What follows belongs to an exercise in optimizing a design on an open flow for a short achievable clock period and few clock cycles; a production flow would make more cautious choices. Only simulation tests tie the RTL to the original design; equivalence was not proved. Power figures rest on the tool's default switching activity, not on a simulated workload.

// cpu_top
module cpu_top (
    input  logic                      clock,
    input  logic                      arst_n,
    output logic [32-1:0]     imem_addr,
    input  logic [32-1:0]     imem_rdata,
    output logic [32-1:0]     dmem_addr,
    output logic [32-1:0]     dmem_wdata,
    output logic                      dmem_wren,
    input  logic [32-1:0]     dmem_rdata,
    output logic [5-1:0] rf_raddr_a,
    output logic [5-1:0] rf_raddr_b,
    input  logic [32-1:0]     rf_rdata_a,
    input  logic [32-1:0]     rf_rdata_b,
    output logic                      rf_wen,
    output logic [5-1:0] rf_widx,
    output logic [32-1:0]     rf_wdata
);
Size in the first run: about 4300 cells after synthesis, about 880 flip-flops, ~280 I/O pins.
make LEC_CHECK=0 ABC_CLOCK_PERIOD_IN_PS=2000 CAP_MARGIN=20 CORE_MARGIN=2 CORE_UTILIZATION=40 SETUP_SLACK_MARGIN=5 SLEW_MARGIN=20 TNS_END_PERCENT=100 finish   # period 9.0 ns
run.sh (not shown) runs the stock make flow with config.mk's settings and CLKGATE_MAP_FILE= SYNTH_SCRIPT=/design/flow/synth_recipe.tcl, a recipe that flattens the netlist after the stock synthesis.
Testbench counts at the start, summed over its fixed seeds: cycles 47,728.
Change:
==> flow/flow/run.sh (new file) <==
#!/bin/bash
# The standard layout, with timing repair aiming somewhat below the clock
# period: repair_timing keeps working until the setup slack reaches
# SETUP_SLACK_MARGIN. Make's output goes to standard.log, ORFS's own logs to
# orfs/logs.
set -euo pipefail
bash standard.sh SETUP_SLACK_MARGIN=6.2 finish > standard.log 2>&1
==> flow/standard.sh (new file) <==
#!/bin/bash
# synth_recipe.tcl (not shown) runs the flow's synth.tcl, then flattens the netlist and writes it again
# the make line also repeats each setting of config.mk as NAME=value (left out here)
make -C /OpenROAD-flow-scripts/flow DESIGN_CONFIG=/design/flow/config.mk WORK_HOME=/design/flow/orfs CLKGATE_MAP_FILE= SYNTH_SCRIPT=/design/flow/synth_recipe.tcl "${@:-finish}"
removed: flow/run.sh
Cell area went up by roughly a tenth.
Wire length went up by roughly a tenth.
Synthesized area stays the same.
Worst hold slack improved by 0.0093 ns.
Maximum frequency went up by a few percent.
First-iteration DRC count went down by a few percent.
Register-to-register slack improved by 0.20 ns.
Sequential cell count does not change.
Global-route usage went up by 2.5 points.
Combinational power went up by well over a third.
Change:
--- a/flow/flow/run.sh
+++ b/flow/flow/run.sh
@@ -6,2 +6,2 @@
 set -euo pipefail
-bash standard.sh SETUP_SLACK_MARGIN=6.2 finish > standard.log 2>&1
+bash standard.sh SETUP_SLACK_MARGIN=7.0 finish > standard.log 2>&1
Worst setup slack got worse by 0.38 ns.
Global-route usage rises by 5.1 points.
Design area rises by about 15%.
Final cell count rises by 4.6%.
Wire length rises by 25%.
Clock-buffer cell count falls by 10.
Non-clock buffer count rises by 278.
Utilization rises by 8.4 points.

---

lane 1:
Another version of the RTL of cpu_top (not shown whole).
Size in the first run: ~2100 cells after synthesis, roughly 140 flip-flops, about 280 I/O pins, roughly 17000 µm² of cells after synthesis.
## cpu_top
module cpu_top (
    input  logic                      clock,
    input  logic                      arst_n,
    output logic [32-1:0]     imem_addr,
    input  logic [32-1:0]     imem_rdata,
    output logic [32-1:0]     dmem_addr,
    output logic [32-1:0]     dmem_wdata,
    output logic                      dmem_wren,
    input  logic [32-1:0]     dmem_rdata,
    output logic [5-1:0] rf_raddr_a,
    output logic [5-1:0] rf_raddr_b,
    input  logic [32-1:0]     rf_rdata_a,
    input  logic [32-1:0]     rf_rdata_b,
    output logic                      rf_wen,
    output logic [5-1:0] rf_widx,
    output logic [32-1:0]     rf_wdata
);
==> flow/config.mk <==
export PLATFORM = sky130hd
export DESIGN_NAME = cpu_top
export DESIGN_NICKNAME = cpu_top
export VERILOG_FILES = /design/flow/design.v
export SDC_FILE = /design/flow/constraint.sdc
export NUM_CORES = 4
export LEC_CHECK = 0
export ABC_CLOCK_PERIOD_IN_PS = 3000
export CAP_MARGIN = 20
export CORE_MARGIN = 2
export CORE_UTILIZATION = 40
export SETUP_SLACK_MARGIN = 5
export SLEW_MARGIN = 20
export TNS_END_PERCENT = 100
==> flow/constraint.sdc <==
create_clock -name core_clock -period 9.0 [get_ports {clock}]
set_input_delay 1.8000 -clock core_clock [delete_from_list [all_inputs] [get_ports {clock}]]
set_output_delay 1.8000 -clock core_clock [all_outputs]
set_load 0.01 [all_outputs]
Stock flow here: none of the scripts above is used.
Lane 1: no failed stages, no open violations at the end
Testbench counts of lane 1, summed over its fixed seeds: cycles 44,387.
Edits applied to the flow inputs when going from lane 1 to lane 2:
- ABC_CLOCK_PERIOD_IN_PS now 1000, was 3000
[summary]
- Summary of lane 2 over lane 1: data arrival time of the critical path ~0 delta, non-clock buffer count ~0 delta, fraction of the mapped netlist area in simple logic gates ~0 delta.
- Diff lane 2..lane 1 | portion of total power attributed to sequential cells | negligible
- Re hold violation total from the final report: no difference whatsoever between lane 2 and lane 1.

---

cpu_top, a different RTL version from the one above (not shown whole).
For scale: roughly 35000 um^2 of cells after synthesis.
// cpu_top
module cpu_top (
    input  logic                      clock,
    input  logic                      arst_n,
    output logic [32-1:0]     imem_addr,
    input  logic [32-1:0]     imem_rdata,
    output logic [32-1:0]     dmem_addr,
    output logic [32-1:0]     dmem_wdata,
    output logic                      dmem_wren,
    input  logic [32-1:0]     dmem_rdata,
    output logic [5-1:0] rf_raddr_a,
    output logic [5-1:0] rf_raddr_b,
    input  logic [32-1:0]     rf_rdata_a,
    input  logic [32-1:0]     rf_rdata_b,
    output logic                      rf_wen,
    output logic [5-1:0] rf_widx,
    output logic [32-1:0]     rf_wdata
);
clock: 9.0 ns
lec_check: 0
abc_clock_period_in_ps: 2000
cap_margin: 20
core_margin: 2
core_utilization: 40
setup_slack_margin: 5
slew_margin: 20
tns_end_percent: 100
standard.sh (not shown) runs the stock make flow with config.mk's settings and CLKGATE_MAP_FILE= SYNTH_SCRIPT=/design/flow/synth_recipe.tcl, a recipe that flattens the netlist after the stock synthesis.
==> flow/flow/run.sh <==
#!/bin/bash
# The standard layout, with timing repair aiming somewhat below the clock
# period: repair_timing keeps working until the setup slack reaches
# SETUP_SLACK_MARGIN. Make's output goes to standard.log, ORFS's own logs to
# orfs/logs.
set -euo pipefail
bash standard.sh SETUP_SLACK_MARGIN=5.5 finish > standard.log 2>&1
The starting point finished clean.
Testbench counts at the start, summed over its fixed seeds: cycles 47,641.
Next try:
--- a/flow/flow/run.sh
+++ b/flow/flow/run.sh
@@ -5,3 +5,3 @@
 # orfs/logs.
 set -euo pipefail
-bash standard.sh SETUP_SLACK_MARGIN=5.5 finish > standard.log 2>&1
+bash standard.sh SETUP_SLACK_MARGIN=5.8 finish > standard.log 2>&1
ABC_CLOCK_PERIOD_IN_PS = 3300   (was 2000)
The changed run went through all stages and came out clean.
Routed wire length grows slightly.
Total power rose by a few percent.
Clock power barely changes.
Worst setup slack improved by 0.23 ns.
Area after synthesis does not change.
Worst hold slack barely changes.
Clock-buffer cell count goes up by 7.
Synthesized cell count is unchanged.
Die area does not change.

---

Starting RTL as in the previous note.
==> flow/config.mk <==
export PLATFORM = sky130hd
export DESIGN_NAME = cpu_top
export DESIGN_NICKNAME = cpu_top
export VERILOG_FILES = /design/flow/design.v
export SDC_FILE = /design/flow/constraint.sdc
export NUM_CORES = 4
export LEC_CHECK = 0
export ABC_CLOCK_PERIOD_IN_PS = 2000
export CAP_MARGIN = 20
export CORE_MARGIN = 2
export CORE_UTILIZATION = 40
export PLACE_DENSITY = 0.7
export SETUP_SLACK_MARGIN = 5
export SLEW_MARGIN = 20
export TNS_END_PERCENT = 100
==> flow/constraint.sdc <==
create_clock -name core_clock -period 9.0 [get_ports {clock}]
set_input_delay 1.8000 -clock core_clock [delete_from_list [all_inputs] [get_ports {clock}]]
set_output_delay 1.8000 -clock core_clock [all_outputs]
set_load 0.01 [all_outputs]
==> flow/flow/run.sh <==
#!/bin/bash
# The standard layout, with timing repair aiming somewhat below the clock
# period: repair_timing keeps working until the setup slack reaches
# SETUP_SLACK_MARGIN. Make's output goes to standard.log, ORFS's own logs to
# orfs/logs.
set -euo pipefail
bash standard.sh SETUP_SLACK_MARGIN=5.8 finish > standard.log 2>&1
Testbench counts at the start, summed over its fixed seeds: cycles 47,641.
Rerun with:
==> flow/run.sh (new file) <==
#!/bin/bash
# synth_recipe.tcl (not shown) runs the flow's synth.tcl, then flattens the netlist and writes it again
# the make line also repeats each setting of config.mk as NAME=value (left out here)
make -C /OpenROAD-flow-scripts/flow DESIGN_CONFIG=/design/flow/config.mk WORK_HOME=/design/flow/orfs CLKGATE_MAP_FILE= SYNTH_SCRIPT=/design/flow/synth_recipe.tcl finish
PLACE_DENSITY = unset   (was 0.7)
removed: flow/flow/run.sh
removed: flow/standard.sh
- setup slack degrades by 740 ps
- critical path depth came out lower by 4
- cell count came out lower by 2.3%
- design area came out lower by 5.0%
- wire length came out lower by 1.5%
- count of clock-buffer cells in the layout came out higher by 2
- die area is unchanged
Rerun with:
==> flow/flow/run.sh (new file) <==
#!/bin/bash
# The standard layout, with timing repair aiming somewhat below the clock
# period: repair_timing keeps working until the setup slack reaches
# SETUP_SLACK_MARGIN. Make's output goes to standard.log, ORFS's own logs to
# orfs/logs.
set -euo pipefail
bash standard.sh SETUP_SLACK_MARGIN=5.8 finish > standard.log 2>&1
==> flow/standard.sh (new file) <==
#!/bin/bash
# synth_recipe.tcl (not shown) runs the flow's synth.tcl, then flattens the netlist and writes it again
# the make line also repeats each setting of config.mk as NAME=value (left out here)
make -C /OpenROAD-flow-scripts/flow DESIGN_CONFIG=/design/flow/config.mk WORK_HOME=/design/flow/orfs CLKGATE_MAP_FILE= SYNTH_SCRIPT=/design/flow/synth_recipe.tcl "${@:-finish}"
removed: flow/run.sh
=> First-iteration DRC count went up by 3.3%; clock-buffer cell count goes down by 3; cell area grows by 5.8%; routed wire length increases by 3.9%; via count grows by 3.4%; combinational power is higher by 17%; non-clock buffer count rises by 135.
Rerun with:
ABC_CLOCK_PERIOD_IN_PS = 1200   (was 2000)
The changed run produced a clean layout; via count stays the same; count of clock-buffer cells in the layout does not change; critical path depth does not change; first-iteration DRC count is unchanged; global-route usage does not change; core utilization is unchanged.

-- separate check: timing with driven ports --
Ports are ideal in the flow. The routed layouts listed here were re-timed in OpenROAD.
Step 1: set_driving_cell puts a clkbuf_16 on clock and a buf_2 on each other input, an assumption about the parent block.
Step 2 adds t to the input delays and takes it off the output delays; t is the mean of the earliest and latest rising clock arrival at the registers after step 1. Input paths then give back, and output paths get back, about the clock's delay inside the block.
Slacks: no drivers / after step 1 / after step 2; pairs: no drivers / after step 1.
run | shift t [ns] | setup slack, ns | hold WS [ns] | worst setup path after step 2 | pins driven straight from the clock port
the first run of note 1 | 0.744 | 5.004 / 5.049 / 4.306 | 0.312 / 0.312 / 0.312 | input to register | 1
the second run of note 1 | 0.758 | 5.196 / 5.186 / 4.428 | 0.321 / 0.321 / 0.321 | input to register | 1
the third run of note 1 | 0.780 | 4.821 / 4.821 / 4.469 | 0.303 / 0.303 / 0.303 | input to register | 1
lane 1 | 0.547 | 3.761 / 3.776 / 3.229 | 0.697 / 0.697 / 0.697 | input to register | 1
lane 2 | 0.547 | 3.761 / 3.776 / 3.229 | 0.697 / 0.697 / 0.697 | input to register | 1
the first run of note 3 | 0.693 | 5.517 / 5.468 / 4.997 | 0.326 / 0.326 / 0.326 | input to register | 1
the second run of note 3 | 0.702 | 5.745 / 5.745 / 5.072 | 0.326 / 0.326 / 0.326 | input to register | 1
the first run of note 4 | 0.694 | 5.734 / 5.744 / 5.062 | 0.322 / 0.322 / 0.322 | input to register | 1
the second run of note 4 | 0.699 | 4.991 / 4.991 / 4.428 | 0.325 / 0.325 / 0.325 | input to register | 1
the third run of note 4 | 0.702 | 5.745 / 5.745 / 5.072 | 0.326 / 0.326 / 0.326 | input to register | 1
the fourth run of note 4 | 0.702 | 5.745 / 5.745 / 5.072 | 0.326 / 0.326 / 0.326 | input to register | 1
After both steps setup and hold are still met in every run listed. The setup slack of the second run of note 1, which loses most, moves by -0.010 ns with the drivers and by -0.768 ns with both steps.
